From an optimization exercise on the open Yosys and OpenROAD flow, aimed at small area, a short achievable clock period and few clock cycles; shortcuts taken in it are not production practice.
Where RTL was checked, it was by simulation tests only, not by an equivalence proof against the original.
Power is estimated from default activity; no workload was simulated.

## run 1
==> flow/design.v <==
package snn_pkg;
  localparam int unsigned DefaultOutN  = 10;
  localparam int unsigned DefaultDepth = 128;
  localparam int unsigned IDX_W        = $clog2(DefaultOutN);
  localparam int unsigned ADDR_W       = $clog2(DefaultDepth);
endpackage
module spike_count_bank #(
  parameter int unsigned OUT_N = 10,
  parameter int unsigned CNT_W = 7,
  parameter int unsigned IDX_W = $clog2(OUT_N)
) (
  input  logic                 clk,
  input  logic                 first,
  input  logic [OUT_N-1:0]     spikes,    
  output logic [CNT_W-1:0]     max_o,     
  output logic [IDX_W-1:0]     idx_o      
);
  localparam logic [CNT_W-1:0] CntMax = '1;
  logic [OUT_N-1:0][CNT_W-1:0] dist_q, dist_d, dist_b, dist_p, dist_m;
  logic [OUT_N-1:0]            zero_q, zero_d;    
  logic [CNT_W-1:0]            max_q, max_d, max_b;
  logic                        sat_q, sat_d;      
  logic [OUT_N-1:0]            zero_b, one_b, inc;
  logic                        sat_b, up;
  always_comb begin
    for (int k = 0; k < int'(OUT_N); k++) begin
      zero_b[k] = first || zero_q[k];
      one_b[k]  = !first && (dist_q[k] == CNT_W'(1));
      dist_b[k] = first ? '0 : dist_q[k];
    end
    sat_b = !first && sat_q;
    max_b = first ? '0 : max_q;
    up = (|(spikes & zero_b)) && !sat_b;
    for (int k = 0; k < int'(OUT_N); k++) begin
      inc[k] = spikes[k] && !(zero_b[k] && sat_b);
      dist_p[k] = first ? CNT_W'(1) : dist_q[k] + CNT_W'(1);
      dist_m[k] = dist_q[k] - CNT_W'(1);
      if (inc[k]) dist_d[k] = up ? dist_b[k] : dist_m[k];
      else        dist_d[k] = up ? dist_p[k] : dist_b[k];
      zero_d[k] = (zero_b[k] && (up == inc[k])) || (one_b[k] && !up && inc[k]);
    end
    max_d = up ? max_b + CNT_W'(1) : max_b;
    sat_d = up ? (max_b == CntMax - CNT_W'(1)) : sat_b;
  end
  always_ff @(posedge clk) begin
    dist_q <= dist_d;
    zero_q <= zero_d;
    max_q  <= max_d;
    sat_q  <= sat_d;
  end
  always_comb begin
    idx_o = '0;
    for (int k = int'(OUT_N) - 1; k >= 0; k--) begin
      if (zero_q[k]) idx_o = IDX_W'(k);
    end
  end
  assign max_o = max_q;
endmodule
import snn_pkg::*;
module snn_frame_controller #(
  parameter int unsigned IN_W    = 19,
  parameter int unsigned DEPTH   = snn_pkg::DefaultDepth,
  parameter int unsigned OUT_N   = snn_pkg::DefaultOutN,
  parameter int unsigned CNT_W   = 7,
  parameter int unsigned REPEAT  = 4,
  parameter int unsigned NET_LAT = 2
) (
  input  logic                       clk,
  input  logic                       rstn,
  input  logic                       in_valid_i,
  output logic                       in_ready_o,
  input  logic [IN_W-1:0]            in_data_i,
  input  logic                       in_last_i,
  input  logic                       abort_i,
  output logic                       net_valid_o,
  output logic [IN_W-1:0]            net_data_o,
  input  logic [OUT_N-1:0]           spike_i,
  output logic                       result_valid_o,
  input  logic                       result_ready_i,
  output logic [$clog2(OUT_N)-1:0]   result_idx_o,
  output logic [CNT_W-1:0]           result_cnt_o
);
  localparam int unsigned AddrW = $clog2(DEPTH);
  localparam int unsigned IdxW  = $clog2(OUT_N);
  localparam int unsigned PassW = (REPEAT > 2) ? $clog2(REPEAT - 1) : 1;
  localparam int unsigned RowW  = 3;
  localparam int unsigned BlkW  = 2;
  localparam int unsigned BankW = AddrW - RowW - BlkW;
  localparam int unsigned NRow  = 1 << RowW;
  localparam int unsigned NBlk  = 1 << BlkW;
  localparam int unsigned NBank = 1 << BankW;
  localparam logic [AddrW-1:0] LastPtr  = AddrW'(DEPTH - 1);
  localparam logic [PassW-1:0] LastPass = PassW'(REPEAT - 2);
  typedef enum logic [1:0] {RdHold, RdNext, RdZero} rd_move_e;
  logic              load_q, load_d;       
  logic [AddrW-1:0]  wr_q, wr_d;           
  logic              wlast_q, wlast_d;     
  logic              wv_q;
  logic [AddrW-1:0]  wa_q;
  logic [IN_W-1:0]   wd_q;
  logic [AddrW-1:0]  last_q, last_d;       
  logic              fa_q, fa_d;           
  logic [PassW-1:0]  pass_q, pass_d;       
  logic [AddrW-1:0]  rem_q, rem_d;         
  logic              skip_q, skip_d;       
  logic [NRow-1:0]   rrow_q;
  logic [NBlk-1:0]   rblk_q;
  logic [NBank-1:0]  rbank_q;
  logic              atl_q, atl_d;         
  rd_move_e          rd_move;
  logic [NBank-1:0][IN_W-1:0] bank_q;      
  logic [NBank-1:0]  sbank_q;              
  logic              pv_q, pv_d;           
  logic              pl_q, pl_d;           
  logic              nv_q, nv_d;           
  logic              nf_q, nf_d;           
  logic              nl_q, nl_d;           
  logic [IN_W-1:0]   nd_q, nd_d;
  logic [NET_LAT:1]  v_q, f_q, l_q;        
  logic              ans_first, ans_last;  
  logic [OUT_N-1:0]  ans;                  
  logic              fin_q;                
  logic              rv_q;
  logic [IdxW-1:0]   ri_q;
  logic [CNT_W-1:0]  rc_q;
  logic [IN_W-1:0]   mem [DEPTH];
  logic [IN_W-1:0]   rd_word;
  logic              acc, frame_end, last_fetch, fetch, pend, take;
  logic [CNT_W-1:0]  max_w;
  logic [IdxW-1:0]   idx_w;
  assign acc        = load_q && in_valid_i && !abort_i;
  assign frame_end  = in_last_i || wlast_q;
  assign take       = rv_q && result_ready_i && !abort_i;
  assign pend       = (nv_q && nl_q) || (|(v_q & l_q)) || fin_q;
  assign ans        = v_q[NET_LAT] ? spike_i : '0;
  assign ans_first  = v_q[NET_LAT] && f_q[NET_LAT];
  assign ans_last   = v_q[NET_LAT] && l_q[NET_LAT];
  assign last_fetch = atl_q && (pass_q == LastPass);
  assign fetch      = fa_q && !skip_q && !(last_fetch && (pend || rv_q));
  always_comb begin
    rd_word = '0;
    for (int b = 0; b < int'(NBank); b++) begin
      rd_word = rd_word | (bank_q[b] & {IN_W{sbank_q[b]}});
    end
  end
  always_comb begin
    load_d  = load_q;
    wr_d    = wr_q;
    wlast_d = wlast_q;
    rem_d   = rem_q;
    skip_d  = 1'b0;
    last_d  = last_q;
    fa_d    = fa_q;
    pass_d  = pass_q;
    atl_d   = atl_q;
    rd_move = RdHold;
    pv_d    = 1'b0;
    pl_d    = 1'b0;
    nv_d    = 1'b0;
    nf_d    = 1'b0;
    nl_d    = 1'b0;
    nd_d    = pv_q ? rd_word : in_data_i;
    if (load_q) begin
      if (acc) begin
        nv_d = 1'b1;
        nf_d = (wr_q == '0);
        if (frame_end) begin
          last_d  = wr_q;
          wr_d    = '0;
          wlast_d = 1'b0;
          load_d  = 1'b0;
          fa_d    = 1'b1;
          pass_d  = '0;
          if (wr_q[AddrW-1:1] == '0) begin
            atl_d  = (wr_q == '0);
            rem_d  = wr_q;
            skip_d = (wr_q == '0);
          end else begin
            pv_d    = 1'b1;
            rd_move = RdNext;
            atl_d   = 1'b0;
            rem_d   = wr_q - AddrW'(1);
          end
        end else begin
          wr_d    = wr_q + AddrW'(1);
          wlast_d = (wr_q == LastPtr - AddrW'(1));
        end
      end
    end else begin
      if (!fa_q && !pv_q) load_d = 1'b1;
      if (pv_q) begin
        nv_d = 1'b1;
        nl_d = pl_q;
        if (pl_q) load_d = 1'b1;
      end
      if (fetch) begin
        pv_d = 1'b1;
        pl_d = last_fetch;
        if (atl_q) begin
          rd_move = RdZero;
          atl_d   = (last_q == '0);
          rem_d   = last_q;
          if (pass_q == LastPass) fa_d = 1'b0;
          else                    pass_d = pass_q + PassW'(1);
        end else begin
          rd_move = RdNext;
          atl_d   = (rem_q == AddrW'(1));
          rem_d   = rem_q - AddrW'(1);
        end
      end
    end
    if (abort_i) begin
      load_d  = 1'b1;
      wr_d    = '0;
      wlast_d = 1'b0;
      fa_d    = 1'b0;
      pv_d    = 1'b0;
      nv_d    = 1'b0;
      rd_move = RdZero;
    end
  end
  always_ff @(posedge clk or negedge rstn) begin
    if (!rstn) begin
      load_q  <= 1'b0;
      wr_q    <= '0;
      wlast_q <= 1'b0;
      wv_q    <= 1'b0;
      fa_q    <= 1'b0;
      rrow_q  <= NRow'(1);
      rblk_q  <= NBlk'(1);
      rbank_q <= NBank'(1);
      pv_q    <= 1'b0;
      nv_q    <= 1'b0;
      nl_q    <= 1'b0;
      v_q     <= '0;
      l_q     <= '0;
      fin_q   <= 1'b0;
      rv_q    <= 1'b0;
    end else begin
      load_q <= load_d;
      wr_q   <= wr_d;
      wlast_q <= wlast_d;
      wv_q   <= acc;
      fa_q   <= fa_d;
      unique case (rd_move)
        RdNext: begin
          rrow_q <= {rrow_q[NRow-2:0], rrow_q[NRow-1]};
          if (rrow_q[NRow-1]) begin
            rblk_q <= {rblk_q[NBlk-2:0], rblk_q[NBlk-1]};
            if (rblk_q[NBlk-1]) rbank_q <= {rbank_q[NBank-2:0], rbank_q[NBank-1]};
          end
        end
        RdZero: begin
          rrow_q  <= NRow'(1);
          rblk_q  <= NBlk'(1);
          rbank_q <= NBank'(1);
        end
        default: ;
      endcase
      pv_q   <= pv_d;
      nv_q   <= nv_d;
      nl_q   <= nl_d;
      v_q    <= abort_i ? '0 : {v_q[NET_LAT-1:1], nv_q};
      l_q    <= {l_q[NET_LAT-1:1], nl_q};
      fin_q  <= !abort_i && ans_last;
      rv_q   <= !abort_i && (fin_q || (rv_q && !take));
    end
  end
  always_ff @(posedge clk) begin
    last_q  <= last_d;
    rem_q   <= rem_d;
    skip_q  <= skip_d;
    wa_q    <= wr_q;
    wd_q    <= in_data_i;
    pass_q  <= pass_d;
    atl_q   <= atl_d;
    pl_q    <= pl_d;
    sbank_q <= rbank_q;
    nf_q    <= nf_d;
    nd_q    <= nd_d;
    f_q     <= {f_q[NET_LAT-1:1], nf_q};
    if (fin_q) begin
      ri_q <= idx_w;
      rc_q <= max_w;
    end
  end
  always_ff @(posedge clk) begin
    for (int b = 0; b < int'(NBank); b++) begin
      logic [IN_W-1:0] w;
      w = '0;
      for (int k = 0; k < int'(NBlk); k++) begin
        logic [IN_W-1:0] blk;
        blk = '0;
        for (int r = 0; r < int'(NRow); r++) begin
          blk = blk | (mem[(b * NBlk + k) * NRow + r] & {IN_W{rrow_q[r]}});
        end
        w = w | (blk & {IN_W{rblk_q[k]}});
      end
      bank_q[b] <= w;
    end
  end
  always_ff @(posedge clk) begin
    for (int r = 0; r < int'(DEPTH); r++) begin
      if (wv_q && (wa_q == AddrW'(r))) mem[r] <= wd_q;
    end
  end
  spike_count_bank #(
    .OUT_N (OUT_N),
    .CNT_W (CNT_W),
    .IDX_W (IdxW)
  ) u_count_bank (
    .clk    (clk),
    .first  (ans_first),
    .spikes (ans),
    .max_o  (max_w),
    .idx_o  (idx_w)
  );
  assign in_ready_o     = load_q;
  assign net_valid_o    = nv_q;
  assign net_data_o     = nd_q;
  assign result_valid_o = rv_q;
  assign result_idx_o   = ri_q;
  assign result_cnt_o   = rc_q;
endmodule
export LEC_CHECK = 0
export CAP_MARGIN = 5
export CORE_MARGIN = 2
export CORE_UTILIZATION = 40
export CTS_CLUSTER_DIAMETER = 100
export CTS_CLUSTER_SIZE = 30
export SETUP_SLACK_MARGIN = 2.6
export SLEW_MARGIN = 5
create_clock -name core_clock -period 5.0 [get_ports {clk}]
run.sh (not shown) runs the stock make flow with config.mk's settings and CLKGATE_MAP_FILE= SYNTH_SCRIPT=/design/flow/synth_recipe.tcl, a recipe that flattens the netlist after the stock synthesis.
Testbench counts of run 1, summed over its fixed seeds: cycles 45,144.
### run 1 -> run 2
--- a/flow/design.v
+++ b/flow/design.v
@@ -94,4 +94,6 @@
   typedef enum logic [1:0] {RdHold, RdNext, RdZero} rd_move_e;
   logic              load_q, load_d;       
+  logic              busy_q;               
+  logic              rdy_q;                
   logic [AddrW-1:0]  wr_q, wr_d;           
   logic              wlast_q, wlast_d;     
@@ -129,4 +131,5 @@
   logic [CNT_W-1:0]  max_w;
   logic [IdxW-1:0]   idx_w;
+  assign load_q     = !busy_q;
   assign acc        = load_q && in_valid_i && !abort_i;
   assign frame_end  = in_last_i || wlast_q;
@@ -222,5 +225,6 @@
   always_ff @(posedge clk or negedge rstn) begin
     if (!rstn) begin
-      load_q  <= 1'b0;
+      busy_q  <= 1'b1;
+      rdy_q   <= 1'b0;
       wr_q    <= '0;
       wlast_q <= 1'b0;
@@ -238,5 +242,6 @@
       rv_q    <= 1'b0;
     end else begin
-      load_q <= load_d;
+      busy_q <= !load_d;
+      rdy_q  <= load_d;
       wr_q   <= wr_d;
       wlast_q <= wlast_d;
@@ -316,5 +321,5 @@
     .idx_o  (idx_w)
   );
-  assign in_ready_o     = load_q;
+  assign in_ready_o     = rdy_q;
   assign net_valid_o    = nv_q;
   assign net_data_o     = nd_q;
==> comparison <==
In terms of register-to-register slack, run 2 and run 1 differ only marginally. From run 1 to run 2 the numbers moved as follows: HPWL reported at the end of detailed placement moved down; average cell area after synthesis comparable; combinational group share of total power went up; non-clock buffer count now smaller; final non-filler cell area comparable. The flip-flop and latch count on run 1 is in line with that on run 2. Run 2 against run 1: number of rows created at floorplan closely matched the old numbers; number of iterations in the first detailed-routing pass decreased by 2 relative to the old numbers; area after synthesis closely matched the old numbers. Run 1 and run 2 ended up with nearly the same sequential element share of the synthesized area.
No functional check of the RTL was part of run 2.

-- re-timing with driven ports --
The results above use ideal ports. As a check the final layouts listed here were re-extracted and re-timed, cells and wires unchanged. Step 1 assumes that a clkbuf_16 drives the clock port and a buf_2 every other input. Step 2 adds t to the input delays and takes it off the output delays; t is the mean of the earliest and latest rising clock arrival at the registers after step 1. Input paths then give back, and output paths get back, about the clock's delay inside the block. Slacks: no drivers / after step 1 / after step 2; pairs: no drivers / after step 1.
run | t (ns) | slack for setup (ns) | clock arrival spread, ns | cell pins on the clock port's net
run 1 | 0.904 | 2.531 / 2.431 / 1.858 | 0.078 / 0.078 | 1
run 2 | 0.889 | 2.521 / 2.547 / 1.683 | 0.104 / 0.104 | 1
After both steps setup and hold are still met in every run listed. For run 2, which loses most, drivers alone change the setup slack by +0.026 ns; drivers and shift together by -0.838 ns.
